Source: an optimization exercise on an open RTL-to-GDS flow (aim: small area, a short achievable clock period and few clock cycles per item). Production flows keep margins and buffers that such runs may drop. Function was not checked in any run shown here: the RTL went through the layout flow alone. Power is estimated from default activity; no workload was simulated.

## flow/design.v (module list and top-level ports; edited modules follow where they fit)
// module conv_csr: 63 lines
// module conv_mac: 858 lines
// module conv_fa: 4 lines
// module conv_ha: 4 lines
// module conv_requant: 69 lines
// module conv_core: 65 lines
module conv_core
(
	input  logic      clk,
	input  logic      rst,
	input  logic      csr_wr,
	input  logic      csr_rd,
	input  conv_pkg::csr_addr_t csr_addr,
	input  conv_pkg::csr_data_t csr_wdata,
	output logic      csr_rd_vld,
	output conv_pkg::csr_data_t csr_rdata,
	input  logic      dat_vld,
	input  conv_pkg::dat_vec_t  dat,
	input  conv_pkg::dat_vec_t  wt,
	input  logic      last,
	input  conv_pkg::dat_t      res,
	output logic      out_vld,
	output conv_pkg::dat_t      out_dat
);
  // ...
==> flow/flow/run.sh <==
#!/bin/bash
# The standard layout with three changes to how it is made: small port
# buffers in place of the default delay cells, clock-tree synthesis with
# larger sink clusters and no dummy loads, and timing repair that aims for
# 7.8 ns of setup slack on the 11 ns clock.
set -euo pipefail
bash standard.sh \
	"BUFFER_PORTS_ARGS=-buffer_cell sky130_fd_sc_hd__buf_1" \
	"CTS_ARGS=-sink_clustering_enable -repair_clock_nets -dont_use_dummy_load -sink_clustering_size 30 -sink_clustering_max_diameter 100" \
	SETUP_SLACK_MARGIN=7.8 \
	finish > standard.log 2>&1
==> flow/standard.sh <==
#!/bin/bash
# synth_recipe.tcl (not shown) runs the flow's synth.tcl, then flattens the netlist and writes it again
# the make line also repeats each setting of config.mk as NAME=value (left out here)
make -C /OpenROAD-flow-scripts/flow DESIGN_CONFIG=/design/flow/config.mk WORK_HOME=/design/flow/orfs CLKGATE_MAP_FILE= SYNTH_SCRIPT=/design/flow/synth_recipe.tcl "${@:-finish}"
==> flow/config.mk <==
export PLATFORM = sky130hd
export DESIGN_NAME = conv_core
export DESIGN_NICKNAME = conv_core
export VERILOG_FILES = /design/flow/design.v
export SDC_FILE = /design/flow/constraint.sdc
export NUM_CORES = 4
export LEC_CHECK = 0
export CAP_MARGIN = 20
export CORE_MARGIN = 2
export CORE_UTILIZATION = 40
export SLEW_MARGIN = 20
export SYNTH_HIERARCHICAL = 1
==> flow/constraint.sdc <==
create_clock -name core_clock -period 11.0 [get_ports {clk}]
set_input_delay 2.2000 -clock core_clock [delete_from_list [all_inputs] [get_ports {clk}]]
set_output_delay 2.2000 -clock core_clock [all_outputs]
set_load 0.01 [all_outputs]
==> flow_summary.ini, run 1 <==
[outcome]
run_status = finished clean

[critical_path]
cp-endpoint = csr_rdata[22]
cp_top_family = flip-flops

[floorplanning]
initial_utilization_pct = 40.6

[layout]
sh_seq_area_pct = 28.1
antenna_cells = 0
nClkBuffers = 21
clock_cell_area_share_pct = 1.99
register_area_sq_mm = 0.00741
largest_register_ff_count = 78
largestClassByArea = multi-input gates
multi_input_cells = 1575

[synth]
yosysMostFrequentCell = dfxtp_1
yosys.area.top_type_share_pct = 29.7
syn-cell-area_sq_mm = 0.0246
postSynthCellCount = 2188
synthFlopType = dfxtp_1

[placement]
portBuffers = 176

[pwr]
sequentialPower_mw = 1.97
p_sw_share_pct = 43.7
internal_power_mw = 4.28
power_combinational_mw = 4.86
ir_drop_mv = 0.149

[clocking]
post_cts_resized = 64
clk_pin_slew_ps = 100

[timing]
hold_viol = 0
setup_viol = 0
worst_slew_pin_slew_ps = 836
final.min_clock_period_ps = 3260

[global_routing]
grt_usage_pct = 19.6
gr-usage-met1_pct = 24.8
==> module conv_csr, before the edit <==
module conv_csr
(
	input  logic        clk,
	input  logic        rst,
	input  logic        csr_wr,
	input  logic        csr_rd,
	input  logic [1:0]  csr_addr,
	input  logic [31:0] csr_wdata,
	output logic        csr_rd_vld,
	output logic [31:0] csr_rdata,
	output logic        relu_en,
	output logic        res_en,
	output logic [4:0]  out_shift
);
	localparam logic [31:0] ID = 32'h434f_4e56;
	logic [4:0] rd_lo;
	logic [3:0] rd_id;
	always_ff @(posedge clk) begin
		if (rst) begin
			relu_en   <= 1'b0;
			res_en    <= 1'b0;
			out_shift <= '0;
		end else if (csr_wr) begin
			if (csr_addr == 2'd0) begin
				relu_en <= csr_wdata[0];
				res_en  <= csr_wdata[1];
			end
			if (csr_addr == 2'd1) begin
				out_shift <= csr_wdata[4:0];
			end
		end
	end
	always_ff @(posedge clk) begin
		if (rst) begin
			csr_rd_vld <= 1'b0;
		end else begin
			csr_rd_vld <= csr_rd;
		end
	end
	always_ff @(posedge clk) begin
		case (csr_addr)
			2'd0:  rd_lo <= {3'b000, res_en, relu_en};
			2'd1: rd_lo <= out_shift;
			2'd2:    rd_lo <= ID[4:0];
			default:            rd_lo <= 5'd0;
		endcase
		rd_id[0] <= (csr_addr == 2'd2);
		rd_id[1] <= (csr_addr == 2'd2) & csr_rd;
		rd_id[2] <= (csr_addr == 2'd2) & ~rst;
		rd_id[3] <= (csr_addr == 2'd2) & csr_rd & ~rst;
	end
	always_comb begin
		int n;
		csr_rdata = {27'd0, rd_lo};
		n = 0;
		for (int k = 5; k < 32; k++) begin
			if (ID[k]) begin
				csr_rdata[k] = rd_id[n % 4];
				n++;
			end
		end
	end
endmodule
==> module conv_requant, before the edit <==
module conv_requant
(
	input  logic        clk,
	input  logic        rst,
	input  logic        acc_vld,
	input  logic [23:0] acc_a,
	input  logic [23:0] acc_b,
	input  logic [7:0]  acc_res,
	input  logic        relu_en,
	input  logic        res_en,
	input  logic [4:0]  out_shift,
	output logic        out_vld,
	output logic [7:0]  out_dat
);
	logic [23:0] sum;
	logic [40:0] ext;
	logic [40:0] sh;
	logic [10:0] part;
	logic        q_vld;
	logic [10:0] q_part;
	logic [1:0]  q_ovf;
	logic        q_neg;
	logic [7:0]  q_res;
	logic [9:0]  win;
	logic        ovf;
	logic [9:0]  rsum;
	logic [7:0]  sat;
	always_comb begin
		sum  = acc_a + acc_b;
		ext  = {{16{sum[23]}}, sum, 1'b0};
		sh   = $signed(ext) >>> {out_shift[4:1], 1'b0};
		part = sh[10:0];
	end
	always_ff @(posedge clk) begin
		if (rst) begin
			q_vld   <= 1'b0;
			out_vld <= 1'b0;
		end else begin
			q_vld   <= acc_vld;
			out_vld <= q_vld;
		end
	end
	always_ff @(posedge clk) begin
		q_part <= part;
		q_ovf[0] <= |(sh[21:11] ^ {11{sum[23]}});
		q_ovf[1] <= |(sh[32:22] ^ {11{sum[23]}});
		q_neg  <= sum[23];
		q_res  <= acc_res & {8{res_en}};
	end
	always_comb begin
		win = out_shift[0] ? q_part[10:1] : q_part[9:0];
		ovf = (|q_ovf) || (q_part[10] != q_neg) || (!out_shift[0] && q_part[9] != q_neg);
		rsum = 10'(({win[9], win[9:1], 1'b1} + {{2{q_res[7]}}, q_res, win[0]}) >> 1);
		if (ovf) begin
			sat = q_neg ? (relu_en ? 8'h00 : 8'h80) : 8'h7f;
		end else if (rsum[9] && relu_en) begin
			sat = 8'h00;
		end else if (!rsum[9] && rsum[8:7] != 2'b00) begin
			sat = 8'h7f;
		end else if (rsum[9] && rsum[8:7] != 2'b11) begin
			sat = 8'h80;
		end else begin
			sat = rsum[7:0];
		end
	end
	always_ff @(posedge clk) begin
		out_dat <= sat;
	end
endmodule
==> inputs of run 2 (changes only) <==
--- a/flow/design.v
+++ b/flow/design.v
@@ -24,3 +24,3 @@
 	logic [4:0] rd_lo;
-	logic [3:0] rd_id;
+	logic [2:0] rd_id;
 	always_ff @(posedge clk) begin
@@ -57,13 +57,7 @@
 		rd_id[2] <= (csr_addr == 2'd2) & ~rst;
-		rd_id[3] <= (csr_addr == 2'd2) & csr_rd & ~rst;
 	end
 	always_comb begin
-		int n;
 		csr_rdata = {27'd0, rd_lo};
-		n = 0;
 		for (int k = 5; k < 32; k++) begin
-			if (ID[k]) begin
-				csr_rdata[k] = rd_id[n % 4];
-				n++;
-			end
+			csr_rdata[k] = ID[k] & rd_id[k % 3];
 		end
@@ -167,3 +161,3 @@
 				two[4*l + k] = dat_vld & ((y2 & ~y1 & ~y0) | (~y2 & y1 & y0));
-				neg[4*l + k] = y2;
+				neg[4*l + k] = dat_vld & y2 & ~(y1 & y0);
 			end
@@ -203,3 +197,3 @@
 	assign m8 = ((d0[7] & one0[0]) | (d0[6] & two0[0])) ^ neg0[0];
-	assign m9 = ~((d0[7] & (one0[0] | two0[0])) ^ neg0[0]);
+	assign m9 = ~((one0[0] | two0[0]) & (d0[7] ^ neg0[0]));
 	assign m10 = (d0[0] & one0[1]) ^ neg0[1];
@@ -212,3 +206,3 @@
 	assign m17 = ((d0[7] & one0[1]) | (d0[6] & two0[1])) ^ neg0[1];
-	assign m18 = ~((d0[7] & (one0[1] | two0[1])) ^ neg0[1]);
+	assign m18 = ~((one0[1] | two0[1]) & (d0[7] ^ neg0[1]));
 	assign m19 = (d0[0] & one0[2]) ^ neg0[2];
@@ -221,3 +215,3 @@
 	assign m26 = ((d0[7] & one0[2]) | (d0[6] & two0[2])) ^ neg0[2];
-	assign m27 = ~((d0[7] & (one0[2] | two0[2])) ^ neg0[2]);
+	assign m27 = ~((one0[2] | two0[2]) & (d0[7] ^ neg0[2]));
 	assign m28 = (d0[0] & one0[3]) ^ neg0[3];
@@ -230,3 +224,3 @@
 	assign m35 = ((d0[7] & one0[3]) | (d0[6] & two0[3])) ^ neg0[3];
-	assign m36 = ~((d0[7] & (one0[3] | two0[3])) ^ neg0[3]);
+	assign m36 = ~((one0[3] | two0[3]) & (d0[7] ^ neg0[3]));
 	assign m37 = (d0[8] & one0[4]) ^ neg0[4];
@@ -239,3 +233,3 @@
 	assign m44 = ((d0[15] & one0[4]) | (d0[14] & two0[4])) ^ neg0[4];
-	assign m45 = ~((d0[15] & (one0[4] | two0[4])) ^ neg0[4]);
+	assign m45 = ~((one0[4] | two0[4]) & (d0[15] ^ neg0[4]));
 	assign m46 = (d0[8] & one0[5]) ^ neg0[5];
@@ -248,3 +242,3 @@
 	assign m53 = ((d0[15] & one0[5]) | (d0[14] & two0[5])) ^ neg0[5];
-	assign m54 = ~((d0[15] & (one0[5] | two0[5])) ^ neg0[5]);
+	assign m54 = ~((one0[5] | two0[5]) & (d0[15] ^ neg0[5]));
 	assign m55 = (d0[8] & one0[6]) ^ neg0[6];
@@ -257,3 +251,3 @@
 	assign m62 = ((d0[15] & one0[6]) | (d0[14] & two0[6])) ^ neg0[6];
-	assign m63 = ~((d0[15] & (one0[6] | two0[6])) ^ neg0[6]);
+	assign m63 = ~((one0[6] | two0[6]) & (d0[15] ^ neg0[6]));
 	assign m64 = (d0[8] & one0[7]) ^ neg0[7];
@@ -266,3 +260,3 @@
 	assign m71 = ((d0[15] & one0[7]) | (d0[14] & two0[7])) ^ neg0[7];
-	assign m72 = ~((d0[15] & (one0[7] | two0[7])) ^ neg0[7]);
+	assign m72 = ~((one0[7] | two0[7]) & (d0[15] ^ neg0[7]));
 	assign m73 = (d0[16] & one0[8]) ^ neg0[8];
@@ -275,3 +269,3 @@
 	assign m80 = ((d0[23] & one0[8]) | (d0[22] & two0[8])) ^ neg0[8];
-	assign m81 = ~((d0[23] & (one0[8] | two0[8])) ^ neg0[8]);
+	assign m81 = ~((one0[8] | two0[8]) & (d0[23] ^ neg0[8]));
 	assign m82 = (d0[16] & one0[9]) ^ neg0[9];
@@ -284,3 +278,3 @@
 	assign m89 = ((d0[23] & one0[9]) | (d0[22] & two0[9])) ^ neg0[9];
-	assign m90 = ~((d0[23] & (one0[9] | two0[9])) ^ neg0[9]);
+	assign m90 = ~((one0[9] | two0[9]) & (d0[23] ^ neg0[9]));
 	assign m91 = (d0[16] & one0[10]) ^ neg0[10];
@@ -293,3 +287,3 @@
 	assign m98 = ((d0[23] & one0[10]) | (d0[22] & two0[10])) ^ neg0[10];
-	assign m99 = ~((d0[23] & (one0[10] | two0[10])) ^ neg0[10]);
+	assign m99 = ~((one0[10] | two0[10]) & (d0[23] ^ neg0[10]));
 	assign m100 = (d0[16] & one0[11]) ^ neg0[11];
@@ -302,3 +296,3 @@
 	assign m107 = ((d0[23] & one0[11]) | (d0[22] & two0[11])) ^ neg0[11];
-	assign m108 = ~((d0[23] & (one0[11] | two0[11])) ^ neg0[11]);
+	assign m108 = ~((one0[11] | two0[11]) & (d0[23] ^ neg0[11]));
 	assign m109 = (d0[24] & one0[12]) ^ neg0[12];
@@ -311,3 +305,3 @@
 	assign m116 = ((d0[31] & one0[12]) | (d0[30] & two0[12])) ^ neg0[12];
-	assign m117 = ~((d0[31] & (one0[12] | two0[12])) ^ neg0[12]);
+	assign m117 = ~((one0[12] | two0[12]) & (d0[31] ^ neg0[12]));
 	assign m118 = (d0[24] & one0[13]) ^ neg0[13];
@@ -320,3 +314,3 @@
 	assign m125 = ((d0[31] & one0[13]) | (d0[30] & two0[13])) ^ neg0[13];
-	assign m126 = ~((d0[31] & (one0[13] | two0[13])) ^ neg0[13]);
+	assign m126 = ~((one0[13] | two0[13]) & (d0[31] ^ neg0[13]));
 	assign m127 = (d0[24] & one0[14]) ^ neg0[14];
@@ -329,3 +323,3 @@
 	assign m134 = ((d0[31] & one0[14]) | (d0[30] & two0[14])) ^ neg0[14];
-	assign m135 = ~((d0[31] & (one0[14] | two0[14])) ^ neg0[14]);
+	assign m135 = ~((one0[14] | two0[14]) & (d0[31] ^ neg0[14]));
 	assign m136 = (d0[24] & one0[15]) ^ neg0[15];
@@ -338,3 +332,3 @@
 	assign m143 = ((d0[31] & one0[15]) | (d0[30] & two0[15])) ^ neg0[15];
-	assign m144 = ~((d0[31] & (one0[15] | two0[15])) ^ neg0[15]);
+	assign m144 = ~((one0[15] | two0[15]) & (d0[31] ^ neg0[15]));
 	assign m145 = (d0[32] & one0[16]) ^ neg0[16];
@@ -347,3 +341,3 @@
 	assign m152 = ((d0[39] & one0[16]) | (d0[38] & two0[16])) ^ neg0[16];
-	assign m153 = ~((d0[39] & (one0[16] | two0[16])) ^ neg0[16]);
+	assign m153 = ~((one0[16] | two0[16]) & (d0[39] ^ neg0[16]));
 	assign m154 = (d0[32] & one0[17]) ^ neg0[17];
@@ -356,3 +350,3 @@
 	assign m161 = ((d0[39] & one0[17]) | (d0[38] & two0[17])) ^ neg0[17];
-	assign m162 = ~((d0[39] & (one0[17] | two0[17])) ^ neg0[17]);
+	assign m162 = ~((one0[17] | two0[17]) & (d0[39] ^ neg0[17]));
 	assign m163 = (d0[32] & one0[18]) ^ neg0[18];
@@ -365,3 +359,3 @@
 	assign m170 = ((d0[39] & one0[18]) | (d0[38] & two0[18])) ^ neg0[18];
-	assign m171 = ~((d0[39] & (one0[18] | two0[18])) ^ neg0[18]);
+	assign m171 = ~((one0[18] | two0[18]) & (d0[39] ^ neg0[18]));
 	assign m172 = (d0[32] & one0[19]) ^ neg0[19];
@@ -374,3 +368,3 @@
 	assign m179 = ((d0[39] & one0[19]) | (d0[38] & two0[19])) ^ neg0[19];
-	assign m180 = ~((d0[39] & (one0[19] | two0[19])) ^ neg0[19]);
+	assign m180 = ~((one0[19] | two0[19]) & (d0[39] ^ neg0[19]));
 	assign m181 = (d0[40] & one0[20]) ^ neg0[20];
@@ -383,3 +377,3 @@
 	assign m188 = ((d0[47] & one0[20]) | (d0[46] & two0[20])) ^ neg0[20];
-	assign m189 = ~((d0[47] & (one0[20] | two0[20])) ^ neg0[20]);
+	assign m189 = ~((one0[20] | two0[20]) & (d0[47] ^ neg0[20]));
 	assign m190 = (d0[40] & one0[21]) ^ neg0[21];
@@ -392,3 +386,3 @@
 	assign m197 = ((d0[47] & one0[21]) | (d0[46] & two0[21])) ^ neg0[21];
-	assign m198 = ~((d0[47] & (one0[21] | two0[21])) ^ neg0[21]);
+	assign m198 = ~((one0[21] | two0[21]) & (d0[47] ^ neg0[21]));
 	assign m199 = (d0[40] & one0[22]) ^ neg0[22];
@@ -401,3 +395,3 @@
 	assign m206 = ((d0[47] & one0[22]) | (d0[46] & two0[22])) ^ neg0[22];
-	assign m207 = ~((d0[47] & (one0[22] | two0[22])) ^ neg0[22]);
+	assign m207 = ~((one0[22] | two0[22]) & (d0[47] ^ neg0[22]));
 	assign m208 = (d0[40] & one0[23]) ^ neg0[23];
@@ -410,3 +404,3 @@
 	assign m215 = ((d0[47] & one0[23]) | (d0[46] & two0[23])) ^ neg0[23];
-	assign m216 = ~((d0[47] & (one0[23] | two0[23])) ^ neg0[23]);
+	assign m216 = ~((one0[23] | two0[23]) & (d0[47] ^ neg0[23]));
 	assign m217 = (d0[48] & one0[24]) ^ neg0[24];
@@ -419,3 +413,3 @@
 	assign m224 = ((d0[55] & one0[24]) | (d0[54] & two0[24])) ^ neg0[24];
-	assign m225 = ~((d0[55] & (one0[24] | two0[24])) ^ neg0[24]);
+	assign m225 = ~((one0[24] | two0[24]) & (d0[55] ^ neg0[24]));
 	assign m226 = (d0[48] & one0[25]) ^ neg0[25];
@@ -428,3 +422,3 @@
 	assign m233 = ((d0[55] & one0[25]) | (d0[54] & two0[25])) ^ neg0[25];
-	assign m234 = ~((d0[55] & (one0[25] | two0[25])) ^ neg0[25]);
+	assign m234 = ~((one0[25] | two0[25]) & (d0[55] ^ neg0[25]));
 	assign m235 = (d0[48] & one0[26]) ^ neg0[26];
@@ -437,3 +431,3 @@
 	assign m242 = ((d0[55] & one0[26]) | (d0[54] & two0[26])) ^ neg0[26];
-	assign m243 = ~((d0[55] & (one0[26] | two0[26])) ^ neg0[26]);
+	assign m243 = ~((one0[26] | two0[26]) & (d0[55] ^ neg0[26]));
 	assign m244 = (d0[48] & one0[27]) ^ neg0[27];
@@ -446,3 +440,3 @@
 	assign m251 = ((d0[55] & one0[27]) | (d0[54] & two0[27])) ^ neg0[27];
-	assign m252 = ~((d0[55] & (one0[27] | two0[27])) ^ neg0[27]);
+	assign m252 = ~((one0[27] | two0[27]) & (d0[55] ^ neg0[27]));
 	assign m253 = (d0[56] & one0[28]) ^ neg0[28];
@@ -455,3 +449,3 @@
 	assign m260 = ((d0[63] & one0[28]) | (d0[62] & two0[28])) ^ neg0[28];
-	assign m261 = ~((d0[63] & (one0[28] | two0[28])) ^ neg0[28]);
+	assign m261 = ~((one0[28] | two0[28]) & (d0[63] ^ neg0[28]));
 	assign m262 = (d0[56] & one0[29]) ^ neg0[29];
@@ -464,3 +458,3 @@
 	assign m269 = ((d0[63] & one0[29]) | (d0[62] & two0[29])) ^ neg0[29];
-	assign m270 = ~((d0[63] & (one0[29] | two0[29])) ^ neg0[29]);
+	assign m270 = ~((one0[29] | two0[29]) & (d0[63] ^ neg0[29]));
 	assign m271 = (d0[56] & one0[30]) ^ neg0[30];
@@ -473,3 +467,3 @@
 	assign m278 = ((d0[63] & one0[30]) | (d0[62] & two0[30])) ^ neg0[30];
-	assign m279 = ~((d0[63] & (one0[30] | two0[30])) ^ neg0[30]);
+	assign m279 = ~((one0[30] | two0[30]) & (d0[63] ^ neg0[30]));
 	assign m280 = (d0[56] & one0[31]) ^ neg0[31];
@@ -482,3 +476,3 @@
 	assign m287 = ((d0[63] & one0[31]) | (d0[62] & two0[31])) ^ neg0[31];
-	assign m288 = ~((d0[63] & (one0[31] | two0[31])) ^ neg0[31]);
+	assign m288 = ~((one0[31] | two0[31]) & (d0[63] ^ neg0[31]));
 	conv_fa u_fa1 (.a(m1), .b(neg0[0]), .c(m37), .s(s289), .co(c290));
@@ -957,3 +951,3 @@
 	logic [10:0] q_part;
-	logic [1:0]  q_ovf;
+	logic        q_ovf;
 	logic        q_neg;
@@ -981,4 +975,3 @@
 		q_part <= part;
-		q_ovf[0] <= |(sh[21:11] ^ {11{sum[23]}});
-		q_ovf[1] <= |(sh[32:22] ^ {11{sum[23]}});
+		q_ovf  <= |(sh[32:11] ^ {22{sum[23]}});
 		q_neg  <= sum[23];
@@ -988,3 +981,3 @@
 		win = out_shift[0] ? q_part[10:1] : q_part[9:0];
-		ovf = (|q_ovf) || (q_part[10] != q_neg) || (!out_shift[0] && q_part[9] != q_neg);
+		ovf = q_ovf || (q_part[10] != q_neg) || (!out_shift[0] && q_part[9] != q_neg);
 		rsum = 10'(({win[9], win[9:1], 1'b1} + {{2{q_res[7]}}, q_res, win[0]}) >> 1);
==> run 2 against run 1 <==
  * Highest routed layer unchanged
  * Count of clock-buffer cells in the layout is 1 lower
  * Non-clock buffer count is 3 lower
  * Cell count is 4.4% higher
  * Sequential power is 2% lower
  * Critical path depth stayed put
  * Die area is 2.1% higher
  * Power is 4.5% lower
  * First-iteration DRC count is 4.1% lower
  * Worst hold slack better by 0.59 ps
  * Sequential cell count is 2 lower
  * Sequential share of layout area is 0.47 points lower
  * Synthesized cell count is 4.5% higher
  * Largest power group unchanged
==> flow_summary.ini, run 2 <==
[critical_path]
crit_required_ps = 8800
cpPeakStageDelay_ps = 400
cp.arrival_ps = 1070
path_cells = buf_6
cp_top_family = flip-flops
slowest_stage = dfxtp_4
cp-end-kind = output port
cp-start-kind = register
worst-path-buf-inv = 1
path_max_fanout = 5
crit_type = reg2out

[detailed_routing]
dr.pass1.iters = 5
routed_via_density = 5.24
ant_nets = 0
routedWlPerCell_um = 20.6
remaining_drc_errors = 0
wl_um = 64300
drt_iter0_markers = 1156
num_vias = 16400

[layout]
area_growth_pct = 6.79
final_common_cell = fa_1
layout-drive-gt1-share_pct = 11.8
largest_register_ff_count = 78
regMostFlops = u_mac.r1
final_nets = 2871
reg_top3 = u_mac.r1 (78), u_mac.d0 (64)
antenna_cells = 0
final_cell_mix = fa_1 (321), xnor2_1 (270), dfxtp_1 (265)

[timing]
worst_slew_pin_slew_ps = 877
max-slew-margin-rel_pct = 41.5
fin_tns_setup_ps = 0
clock_skew_ps = 45.0
rsz0062_at_grt = yes
slew_viol_final = 0
max_freq_mhz = 306
setup_viol = 0
period_share_pct = 29.8
hold_viol = 0
final.min_clock_period_ps = 3270

[placement]
globalplace.congestion = 0.931
portBuffers = 176
dp_hpwl_um = 52700

[synth]
postSynthCellCount = 2286
synthFlopType = dfxtp_1
async_flop_share_pct = 0
yosysMostFrequentCell = dfxtp_1
synth-seq-area-share_pct = 29.0
yosysWarningCount = 9
yosys.area.top_type = dfxtp_1
yosys.area.top_type_share_pct = 29.0
synth_commonest_cells = dfxtp_1 (363), fa_1 (322), xnor2_1 (275)
synth_seq_cells = 363
yosys.cell_types.count = 86
syn-cell-area_sq_mm = 0.0251
syn_area_per_cell_sq_um = 11.0
synthTopCellsByArea = dfxtp_1 (29%), fa_1 (26%), xnor2_1 (9.6%)
synth_edf_count = 0

[pwr]
leakage_nw = 10.3
finalPower_mw = 7.25
ir_drop_mv = 0.142
powerDensity_mw_per_mm2 = 271

[global_routing]
grt_pass1_wl_um = 100000
grt_usage_pct = 20.0
grt-ovfl-total = 0
grt_pass1_vias = 17000
grt_antenna_before_repair = 0
grt_max_degree = 90

[clocking]
numClockSinks = 363
ctsLongestPathBuffers = 3
cts_max_level = 1
clk_pin_slew_ps = 100
cts_buffers = 20
insertion_delay_ps = 560
clock-root-buffer = clkbuf_16
hold_buffers = 0
cts_tree = done

[outcome]
run_status = finished clean

[floorplanning]
die_area_sq_mm = 0.0648
die_h_um = 254
rows = 91
num_io_pins = 218
initial_utilization_pct = 40.6
core_sq_mm = 0.0618
die_width_um = 254

[hold_path]
hold_class = reg2reg

[job]
max_cap_viol_count = 0
[run 2: what timing repair did]
action,CTS,global route
pin swaps,9,16
gates resized for setup,84,115
endpoints found under the setup margin,70,73
buffers inserted,5,15
[run 2: cell type report]
class / instances / area (sq um)
fill: 5799 / 35000
multi-input combinational: 1660 / 16700
sequential: 363 / 7400
tap: 837 / 1050
timing repair buffer: 202 / 948
clock buffer: 20 / 500
inverter: 44 / 165
[run 2: kinds of logic (layout without fill, tap and decap cells)]
logic type	after synthesis	in the layout	share of synthesized area [%]
compound gates	478	478	13.7
xor+xnor	317	317	11.1
fa+ha+maj	404	404	29.8
buf+inv	276	266	5.66
flops	363	363	29.0
mux	34	34	1.71
other cells	1	14	0.0149
simple gates	413	413	9.11
[run 2: power by group]
| group | switching (mW) | internal (mW) |
|---|---|---|
| clock | 0.417 | 0.324 |
| sequential | 0.228 | 1.70 |
| combinational | 2.52 | 2.06 |
[run 2: per-layer routing]
metal / share of wire (%) / track usage, % / vias to the layer above
li1: - / - / 7684
met4: 2.8 / 5.39 / 0
met2: 52 / 36.4 / 402
met5: 0 / 0 / -
met1: 42 / 25.4 / 8232
met3: 3.2 / 1.67 / 77
[run 2: path summary, 6_finish.rpt]
check / startpoint / to / slack (ps) / cells past startpoint
max: u_csr.rd_id[1]$_DFF_P_ / csr_rdata[25] / 7730 / 1
min: u_mac.res1[7]$_DFF_P_ / u_mac.acc_res[7]$_DFF_P_ / 340 / 0
max reg2reg: u_mac.acc_b[0]$_DFF_P_ / u_requant.q_ovf$_DFF_P_ / 7800 / 12
min reg2reg: u_mac.res1[7]$_DFF_P_ / u_mac.acc_res[7]$_DFF_P_ / 340 / 0
[run 2: metrics by stage]
stage / utilization [%] / setup WS [ps] / instance area, sq um / hold slack (ps) / std cells
after detailed placement: 41.5 / 7460 / 25600 / 312 / 3086
after CTS: 42.7 / 7710 / 26400 / 339 / 3111
final: 43.4 / 7730 / 26800 / 336 / 3126
after floorplan: - / 7890 / 25100 / 310 / 2299
after global placement: 41.5 / 7420 / 25600 / 312 / 3086
after global routing: 43.4 / 7670 / 26800 / 344 / 3126
[run 2: per-module statistics from Yosys, one instance, submodules excluded, a selection]
module | area, sq um | times used
conv_fa | 20.0 | 320
conv_csr | 764 | 1
conv_mac | 13600 | 1
conv_ha | 12.5 | 19
conv_requant | 4070 | 1

==> separate check: timing with driven ports <==
Ports are ideal in the flow. The routed layouts listed here were re-timed in OpenROAD.
Step 1: set_driving_cell puts a clkbuf_16 on clk and a buf_2 on each other input, an assumption about the parent block.
Step 2 times the ports against the registers' clock, not the clock port: input delays grow and output delays shrink by t, the midpoint of the rising clock arrivals with the driver on.
Three values: ideal, step 1, step 2; two values: the first two.
run	t (ns)	setup WS [ns]	worst register clock-pin slew, ns
run 1	0.611	7.737 / 7.675 / 7.787	0.11 / 0.11
run 2	0.602	7.727 / 7.667 / 7.598	0.11 / 0.11
After both steps every run listed still meets setup and hold. For run 2, which loses most, drivers alone change the setup slack by -0.060 ns; drivers and shift together by -0.129 ns.
